What follows belongs to an exercise in optimizing a design on an open flow for small area and few clock cycles per item; a production flow would make more cautious choices.
Function was checked by simulation only, so behaviour that the tests miss may differ from the original.
Power is estimated from default activity; no workload was simulated.

==> design/flow/design.v <==
package sttk_pkg;
   localparam int TABLE_DEPTH = 16;
   localparam int LABEL_BYTES = 8;
   localparam int KEY_W   = 31;
   localparam int WAVE_W  = 16;
   localparam int MAP_W   = 8;
   localparam int STAMP_W = 32;
   localparam int LABEL_W = 64;
   localparam int READ_W  = 4;
   localparam int PLACE_W = 4;
   localparam int FILL_W  = 5;
   localparam int IDX_W = $clog2(TABLE_DEPTH);
   localparam int CNT_W = $clog2(TABLE_DEPTH + 1);
   localparam int SEL_W = (IDX_W > READ_W) ? IDX_W : READ_W;
   localparam int QUEUE_DEPTH = 2;
   localparam int Q_IDX_W     = $clog2(QUEUE_DEPTH);
   localparam int Q_CNT_W     = $clog2(QUEUE_DEPTH + 1);
   localparam int ENTRY_W = KEY_W + WAVE_W + MAP_W + STAMP_W + LABEL_W;
   localparam int CMD_W   = 1 + ENTRY_W + READ_W;
   localparam int LABEL_LO = 0;
   localparam int STAMP_LO = LABEL_LO + LABEL_W;
   localparam int MAP_LO   = STAMP_LO + STAMP_W;
   localparam int WAVE_LO  = MAP_LO + MAP_W;
   localparam int KEY_LO   = WAVE_LO + WAVE_W;
   typedef enum logic {
      OP_INSERT = 1'b0,
      OP_READ   = 1'b1
   } op_type;
   typedef struct packed {
      logic [KEY_W-1:0]   key;
      logic [WAVE_W-1:0]  wave;
      logic [MAP_W-1:0]   map;
      logic [STAMP_W-1:0] stamp;
      logic [LABEL_W-1:0] label;
   } entry_type;
   typedef struct packed {
      op_type            op;
      entry_type         rec;
      logic [READ_W-1:0] index;
   } cmd_type;
endpackage
import sttk_pkg::*;
module sttk_front (
   input  logic [KEY_W-1:0]   req_new_key,
   input  logic [WAVE_W-1:0]  req_new_wave,
   input  logic [MAP_W-1:0]   req_new_map,
   input  logic [STAMP_W-1:0] req_new_stamp,
   input  logic [LABEL_W-1:0] req_new_label,
   output logic [ENTRY_W-1:0] rec
);
   logic [LABEL_W-1:0] kept;
   logic               live;
   always_comb begin
      kept = '0;
      live = 1'b1;
      for (int b = 0; b < LABEL_BYTES; b++) begin
         live = live && (req_new_label[8*b +: 8] != 8'd0);
         if (live) begin
            kept[8*b +: 8] = req_new_label[8*b +: 8];
         end
      end
      rec = {req_new_key, req_new_wave, req_new_map, req_new_stamp, kept};
   end
endmodule
import sttk_pkg::*;
module sttk_back (
   input  logic               clock,
   input  logic               reset,
   input  logic               req_valid,
   output logic               req_ready,
   input  logic               req_operation,
   input  logic [READ_W-1:0]  req_read_index,
   input  logic [ENTRY_W-1:0] rec,
   output logic               rsp_valid,
   input  logic               rsp_ready,
   output logic               rsp_placed,
   output logic [PLACE_W-1:0] rsp_place_index,
   output logic [ENTRY_W-1:0] rd_data,
   output logic [FILL_W-1:0]  rsp_filled_count
);
   logic [ENTRY_W-1:0]     slot_ff [TABLE_DEPTH];
   logic [IDX_W-1:0]       ptr_ff  [TABLE_DEPTH];    
   logic [IDX_W-1:0]       ptr     [TABLE_DEPTH];    
   logic                   pend_ff;                  
   logic [TABLE_DEPTH-1:0] used_ff;
   logic [IDX_W-1:0]       rd_ff;
   logic                   rdv_ff;
   logic [CNT_W-1:0]       cnt_ff;
   logic                   valid_ff;
   logic                   placed_ff;
   logic [PLACE_W-1:0]     place_ff;
   logic [KEY_W-1:0]       key;
   logic [TABLE_DEPTH-1:0] above;    
   logic [TABLE_DEPTH-1:0] last;     
   logic [TABLE_DEPTH-1:0] sel;
   logic [CNT_W-1:0]       mark;
   logic [1:0]             c2 [8];
   logic [2:0]             c3 [4];
   logic [3:0]             c4 [2];
   logic [IDX_W-1:0]       rd_slot;
   logic                   take, placed, ins;
   function automatic logic key_gt(input logic [KEY_W-1:0] a, input logic [KEY_W-1:0] b);
      logic [31:0] g, p;
      g = '0;
      p = '1;
      for (int i = 0; i < KEY_W; i++) begin
         g[i] = a[i] & ~b[i];
         p[i] = a[i] | ~b[i];
      end
      for (int s = 1; s < 32; s = s * 2) begin
         for (int i = 0; i < 32; i += 2 * s) begin
            g[i + 2*s - 1] = g[i + 2*s - 1] | (p[i + 2*s - 1] & g[i + s - 1]);
            p[i + 2*s - 1] = p[i + 2*s - 1] & p[i + s - 1];
         end
      end
      key_gt = g[31];
   endfunction
   always_comb begin
      key = rec[KEY_LO +: KEY_W];
      for (int p = 0; p < TABLE_DEPTH; p++) begin
         above[p] = used_ff[p] && key_gt(slot_ff[p][KEY_LO +: KEY_W], key);
      end
      for (int i = 0; i < TABLE_DEPTH; i++) begin
         ptr[i] = ptr_ff[i];
         if (pend_ff) begin
            if (IDX_W'(i) == place_ff) begin
               ptr[i] = ptr_ff[TABLE_DEPTH-1];
            end else if (i > 0 && IDX_W'(i) > place_ff) begin
               ptr[i] = ptr_ff[i-1];
            end
         end
      end
      for (int p = 0; p < TABLE_DEPTH; p++) begin
         last[p] = (ptr[TABLE_DEPTH-1] == IDX_W'(p));
      end
      for (int p = 0; p < 8; p++) begin
         c2[p] = 2'(above[2*p]) + 2'(above[2*p+1]);
      end
      for (int p = 0; p < 4; p++) begin
         c3[p] = 3'(c2[2*p]) + 3'(c2[2*p+1]);
      end
      for (int p = 0; p < 2; p++) begin
         c4[p] = 4'(c3[2*p]) + 4'(c3[2*p+1]);
      end
      mark = CNT_W'(c4[0]) + CNT_W'(c4[1]);
      placed = |(last & ~above);
      req_ready = !valid_ff || rsp_ready;
      take      = req_valid && req_ready;
      ins       = take && !req_operation && placed;
      rd_slot   = ptr[req_read_index];
      for (int p = 0; p < TABLE_DEPTH; p++) begin
         sel[p] = rdv_ff && (rd_ff == IDX_W'(p));
      end
      rd_data = '0;
      for (int p = 0; p < TABLE_DEPTH; p++) begin
         rd_data = rd_data | ({ENTRY_W{sel[p]}} & slot_ff[p]);
      end
      rsp_valid        = valid_ff;
      rsp_placed       = placed_ff;
      rsp_place_index  = place_ff;
      rsp_filled_count = FILL_W'(cnt_ff);
   end
   always_ff @(posedge clock) begin
      if (reset) begin
         valid_ff <= 1'b0;
         pend_ff  <= 1'b0;
         cnt_ff   <= '0;
         used_ff  <= '0;
         for (int i = 0; i < TABLE_DEPTH; i++) begin
            ptr_ff[i] <= IDX_W'(i);
         end
      end else begin
         if (take) begin
            valid_ff <= 1'b1;
         end else if (rsp_ready) begin
            valid_ff <= 1'b0;
         end
         if (ins && (key != '0) && (cnt_ff != CNT_W'(TABLE_DEPTH))) begin
            cnt_ff <= cnt_ff + 1'b1;
         end
         pend_ff <= ins;
         for (int i = 0; i < TABLE_DEPTH; i++) begin
            ptr_ff[i] <= ptr[i];
         end
         if (ins) begin
            used_ff <= used_ff | last;
         end
      end
   end
   always_ff @(posedge clock) begin
      if (take) begin
         rd_ff     <= rd_slot;
         rdv_ff    <= req_operation && used_ff[rd_slot];
         placed_ff <= !req_operation && placed;
         place_ff  <= (!req_operation && placed) ? mark[PLACE_W-1:0] : '0;
      end
      for (int p = 0; p < TABLE_DEPTH; p++) begin
         if (take && !req_operation && last[p] && !above[p]) begin
            slot_ff[p] <= rec;
         end
      end
   end
endmodule
import sttk_pkg::*;
module sorted_top_k_record_table
(
   input  logic               clock,
   input  logic               reset,
   input  logic               req_valid,
   output logic               req_ready,
   input  logic               req_operation,
   input  logic [KEY_W-1:0]   req_new_key,
   input  logic [WAVE_W-1:0]  req_new_wave,
   input  logic [MAP_W-1:0]   req_new_map,
   input  logic [STAMP_W-1:0] req_new_stamp,
   input  logic [LABEL_W-1:0] req_new_label,
   input  logic [READ_W-1:0]  req_read_index,
   output logic               rsp_valid,
   input  logic               rsp_ready,
   output logic               rsp_placed,
   output logic [PLACE_W-1:0] rsp_place_index,
   output logic [KEY_W-1:0]   rsp_out_key,
   output logic [WAVE_W-1:0]  rsp_out_wave,
   output logic [MAP_W-1:0]   rsp_out_map,
   output logic [STAMP_W-1:0] rsp_out_stamp,
   output logic [LABEL_W-1:0] rsp_out_label,
   output logic [FILL_W-1:0]  rsp_filled_count
);
   logic [ENTRY_W-1:0] rec;
   logic [ENTRY_W-1:0] rd_data;
   logic               take;
   sttk_front u_front (
      .req_new_key   (req_new_key),
      .req_new_wave  (req_new_wave),
      .req_new_map   (req_new_map),
      .req_new_stamp (req_new_stamp),
      .req_new_label (req_new_label),
      .rec           (rec)
   );
   sttk_back u_back (
      .clock           (clock),
      .reset           (reset),
      .req_valid       (req_valid),
      .req_ready       (req_ready),
      .req_operation   (req_operation),
      .req_read_index  (req_read_index),
      .rec             (rec),
      .rsp_valid       (rsp_valid),
      .rsp_ready       (rsp_ready),
      .rsp_placed      (rsp_placed),
      .rsp_place_index (rsp_place_index),
      .rd_data         (rd_data),
      .rsp_filled_count(rsp_filled_count)
   );
   assign rsp_out_key   = rd_data[KEY_LO +: KEY_W];
   assign rsp_out_wave  = rd_data[WAVE_LO +: WAVE_W];
   assign rsp_out_map   = rd_data[MAP_LO +: MAP_W];
   assign rsp_out_stamp = rd_data[STAMP_LO +: STAMP_W];
   assign rsp_out_label = rd_data[LABEL_LO +: LABEL_W];
endmodule
==> design/flow/flow/run.sh <==
#!/bin/bash
# The standard layout, with two changes: the port buffers are the smallest buffer cell, and
# clock tree synthesis adds no dummy loads (its clustering settings as in config.mk).
set -euo pipefail
bash standard.sh \
  BUFFER_PORTS_ARGS="-buffer_cell sky130_fd_sc_hd__buf_1" \
  CTS_ARGS="-sink_clustering_enable -repair_clock_nets -dont_use_dummy_load -sink_clustering_size 30 -sink_clustering_max_diameter 80 -buf_list sky130_fd_sc_hd__clkbuf_16" \
  finish > standard_flow.log 2>&1
==> design/flow/standard.sh <==
#!/bin/bash
# synth_recipe.tcl (not shown) runs the flow's synth.tcl, then flattens the netlist and writes it again
# the make line also repeats each setting of config.mk as NAME=value (left out here)
make -C /OpenROAD-flow-scripts/flow DESIGN_CONFIG=/design/flow/config.mk WORK_HOME=/design/flow/orfs CLKGATE_MAP_FILE= SYNTH_SCRIPT=/design/flow/synth_recipe.tcl "${@:-finish}"
==> design/flow/config.mk <==
export PLATFORM = sky130hd
export DESIGN_NAME = sorted_top_k_record_table
export DESIGN_NICKNAME = sorted_top_k_record_table
export VERILOG_FILES = /design/flow/design.v
export SDC_FILE = /design/flow/constraint.sdc
export NUM_CORES = 4
export LEC_CHECK = 0
export CAP_MARGIN = 20
export CELL_PAD_IN_SITES_DETAIL_PLACEMENT = 1
export CORE_MARGIN = 2
export CORE_UTILIZATION = 60
export CTS_BUF_LIST = sky130_fd_sc_hd__clkbuf_16
export CTS_CLUSTER_DIAMETER = 80
export CTS_CLUSTER_SIZE = 30
export PLACE_DENSITY = 0.7
export SLEW_MARGIN = 20
==> design/flow/constraint.sdc <==
create_clock -name core_clock -period 7.0 [get_ports {clock}]
set_input_delay 1.4000 -clock core_clock [delete_from_list [all_inputs] [get_ports {clock}]]
set_output_delay 1.4000 -clock core_clock [all_outputs]
set_load 0.01 [all_outputs]
==> impl_metrics.csv <==
group,metric,value,unit
synthesis,ys_ff_latch,2513,
routing,drc,0,
cells_and_area,final_common_cell,"edfxtp_1",
clock_tree,htreeDepth,3,
pwr,power.density,238,mW/mm^2
routing,drt_wl_total,364,mm
clock_tree,cts_hold_buffers,0,
clock_tree,clkTransAtPathRegs,110,ps
floorplan,die_h,411,microns
synthesis,synth_top_family_by_area,"compound AO/OA/AOI/OAI gates",
clock_tree,cts_tree,"yes",
floorplan,rows,149,
worst_setup_path,crit_chain,"buf_1, nor2b_1, maj3_1, a211oi_1, o21ai_0, buf_4, a221oi_1, o31ai_2, inv_1, fa_1, fa_1, fa_1, inv_1, fa_1, ha_1, inv_1, fa_1, xor2_1, nor3_1",
clock_tree,clockRootBuffer,"clkbuf_16",
worst_setup_path,worst-path-max-fanout,8,
global_route,grt_pass1_wl,508,mm
pwr,pwr-share-comb,0.070,
synthesis,synth_edf_count,2426,
routing,ant_nets,0,
synthesis,yosys.area.top_type,"edfxtp_1",
flow_run,max_cap_violations,0,
status,status,"timing/DRC/antenna clean",
cells_and_area,nets,6593,
worst_setup_path,critPathBufInv,5,
global_route,gr-total-overflow,0,
worst_setup_path,worst_setup_path_start_kind,"input pin",
synthesis,synth_compound_gate_area_share,0.171,
floorplan,ios,323,
pwr,power_switching,0.00571,W
worst_setup_path,cp.required,7610,ps
cells_and_area,post-route-util,0.653,
clock_tree,cts.sinks,2513,
routing,drt_pre_antenna_iters,8,
sta,timing.hold.ws,520,ps
routing,drt_iter0_markers,11421,
synthesis,ys.flop_type,"edfxtp_1",
clock_tree,cts.path.max_buffers,3,
clock_tree,post_cts_resized,0,
worst_setup_path,arrival,6880,ps
routing,vias,68076,
global_route,first_global_vias,68166,
sta,setup_viol,0,
synthesis,synth.area.mux_share,0.00432,
hold_path,min_path_type,"reg -> reg",
synthesis,synth.area.top_cells,"edfxtp_1 (73%), a22o_1 (5.8%), a221oi_1 (5.5%)",
cells_and_area,area_delta_synth_final,8.21,%
worst_setup_path,critPathKind,"in -> reg",
pwr,internal_power,0.0199,W
synthesis,yosys_warnings,8,
global_route,grtUsageTotal,0.425,
synthesis,synthSimpleGateAreaFrac,0.0435,
worst_setup_path,path_delay_family,"adder cells",
synthesis,synthAdderAreaFrac,0.00736,
placed_design,portBuffers,322,
pwr,power.share.sequential,0.649,
sta,finClkSkew,122,ps
sta,hold_viol,0,
clock_tree,clk_latency,830,ps
global_route,grt_max_degree,119,
worst_setup_path,crit_path_top_delay_cell,"a221oi_1",
synthesis,synth_nets,6299,
worst_setup_path,slowest_delay,610,ps
sta,fin_crit_sh,0.896,
pwr,peakVddDrop,321,uV
worst_setup_path,critPathMostFrequentCell,"fa_1",
pwr,total_power,0.0256,W
global_route,antenna_found_initial,27,
floorplan,core_area,0.165,sq mm
floorplan,die_w,411,microns
worst_setup_path,endpoint_kind,"flip-flop",
placed_design,place_hpwl,213,mm
placed_design,dp_cells,8491,
routing,viasPerCell,7.91,
sta,worst_slew_pin_slew,1280,ps
cells_and_area,layout_common_cells,"edfxtp_1 (2426), a22o_1 (654), a221oi_1 (623)",
synthesis,synthXorXnorAreaFrac,0.000176,
pwr,clock_power_share,0.281,
floorplan,initial_core_util,0.603,
cells_and_area,finalNonFillerCells,8611,
clock_tree,cts_buffers,112,
cells_and_area,drive_above_1_share,0.0783,
synthesis,netlist_instances,6122,
sta,max_freq,159,MHz
sta,rsz0062_at_grt,"no",
synthesis,yosysTopAreaCellShare,0.733,
clock_tree,postCtsSetupBuffers,0,
floorplan,dieArea,0.169,sq mm
sta,finalMaxSlewViolations,0,
sta,max_slew_margin,0.142,
routing,avgRoutedWirePerCell,42.3,microns
placed_design,place_congestion,1.04,
synthesis,yosysSeqAreaShare,0.750,
sta,period_minus_slack,6270,ps
pwr,power_leakage,33.6,nW
synthesis,synth.avg_cell_area,16.2,sq um
pwr,p_sw_frac,0.223,
synthesis,async_reset_ff_frac,0,
sta,fin_tns_setup,0,ps
synthesis,synth.distinct_cells,101,
synthesis,synth_area,0.0994,sq mm
synth_stat cells (all sizes together) (9+ instances only):
| cell type | number |
|---|---|
| a32o | 15 |
| nor4 | 27 |
| and2 | 71 |
| or2 | 14 |
| mux2i | 26 |
| nand4 | 163 |
| o211ai | 16 |
| o221ai | 39 |
| a221oi | 624 |
| inv | 179 |
| o21ai | 145 |
| maj3 | 44 |
| o221a | 11 |
| buf | 95 |
| dfxtp | 87 |
| a211oi | 16 |
| nor2 | 154 |
| nor2b | 58 |
| a31oi | 23 |
| a22oi | 56 |
| a21boi | 10 |
| nand2 | 129 |
| a222oi | 61 |
| o2111ai | 16 |
| o31ai | 14 |
| a21o | 37 |
| o21bai | 13 |
| edfxtp | 2426 |
| a2111oi | 12 |
| nand3 | 19 |
| a22o | 654 |
| mux2 | 11 |
| fa | 10 |
| o22ai | 87 |
| a2bb2oi | 18 |
| o22a | 9 |
| nand2b | 90 |
| clkbuf | 315 |
| nor3 | 42 |
| a21oi | 179 |
kinds of logic after synthesis:
family                   Yosys count
AO/OA/AOI/OAI                   2114
XOR/XNOR                           2
adder cells (fa/ha/maj)           61
buffers and inverters            590
flip-flops                      2513
multiplexers                      39
AND/OR/NAND/NOR                  803
power groups by stage:
stage / combinational, W / sequential, W / clock, W
detailed placement: 0.00173 / 0.0170 / 0
global placement: 0.00168 / 0.0170 / 0
global route: 0.00186 / 0.0166 / 0.00753
CTS: 0.00174 / 0.0166 / 0.00717
floorplan: 0.000876 / 0.0170 / 0
finish: 0.00179 / 0.0166 / 0.00719
registers in the layout, summed over array words and instances (netlist names):
name and flops:
u_back.cnt_ff 5, u_back.pend_ff 1, u_back.place_ff 4, u_back.placed_ff 1
u_back.ptr_ff 64, u_back.rd_ff 4, u_back.rdv_ff 1, u_back.slot_ff 2416
u_back.used_ff 16, u_back.valid_ff 1
layout make-up:
class	instances	area [sq um]
fillers	14414	57200
flip-flops and latches	2513	74600
repair buffers	590	3930
well taps	2189	2740
inverters	180	687
clock buffers	112	2800
diodes	8	20.0
multi-input cells	3019	22800
worst reg2reg max path, stage by stage, from the launching register on:
cell      delay, ps
edfxtp_1        430
nor2b_1         160
maj3_1          400
a211oi_1        320
o21ai_0         300
buf_4           250
a221oi_1        610
o31ai_2         130
inv_1           100
fa_1            440
fa_1            470
fa_1            540
inv_1            50
fa_1            530
ha_1            180
inv_1            70
fa_1            380
xor2_1          160
nor3_1          170
metal layers:
layer  vias to the layer above  part of all wire  track usage  routed length [microns]
met3                      1063              0.13       0.0951                    46900
met1                     34900              0.36        0.583                   130000
li1                      26226                 -            -                        -
met2                      5855              0.46        0.657                   169000
met4                        32             0.049        0.193                    18000
met5                         -           0.00055            0                      201
stage by stage:
step / cell area, sq um / setup WS, ps
3_3_place_gp: 105000 / 51.1
2_1_floorplan: 99800 / -861
5_1_grt: 108000 / 607
3_5_place_dp: 105000 / 77.1
6_report: 108000 / 728
4_1_cts: 108000 / 899
worst paths after layout:
kind / from / endpoint / slack (ps) / depth (start not counted)
hold reg to reg: u_back.ptr_ff[7][0] / u_back.ptr_ff[7][0] / 520 / 2
setup reg to reg: u_back.slot_ff[9][120] / u_back.place_ff[2] / 1170 / 18
setup / recovery: req_new_key[0] / u_back.place_ff[2] / 730 / 19
hold / removal: u_back.ptr_ff[7][0] / u_back.ptr_ff[7][0] / 520 / 2
Testbench counts, summed over its fixed seeds: cycles 20,035, items 16,000.

[separate check: timing with driven ports]
The results above use ideal ports. As a check the final layout listed here was re-extracted and re-timed, cells and wires unchanged. Step 1 assumes that a clkbuf_16 drives the clock port and a buf_2 every other input. Step 2 moves the port delays by t, midway between the first and last clock arrival at a register: inputs arrive t later, outputs are due t later. That takes back most of the time a late clock gives input paths. Three values: no drivers, after step 1, after step 2; two values: the first two.
t, ns: 0.851
setup WS [ns]: 0.728 / 0.771 / -0.080
slew at the worst register clock pin (ns): 0.12 / 0.12
Met with ideal ports but missed after step 2: setup timing in this run. The setup slack of this run moves by +0.043 ns with the drivers and by -0.808 ns with both steps.
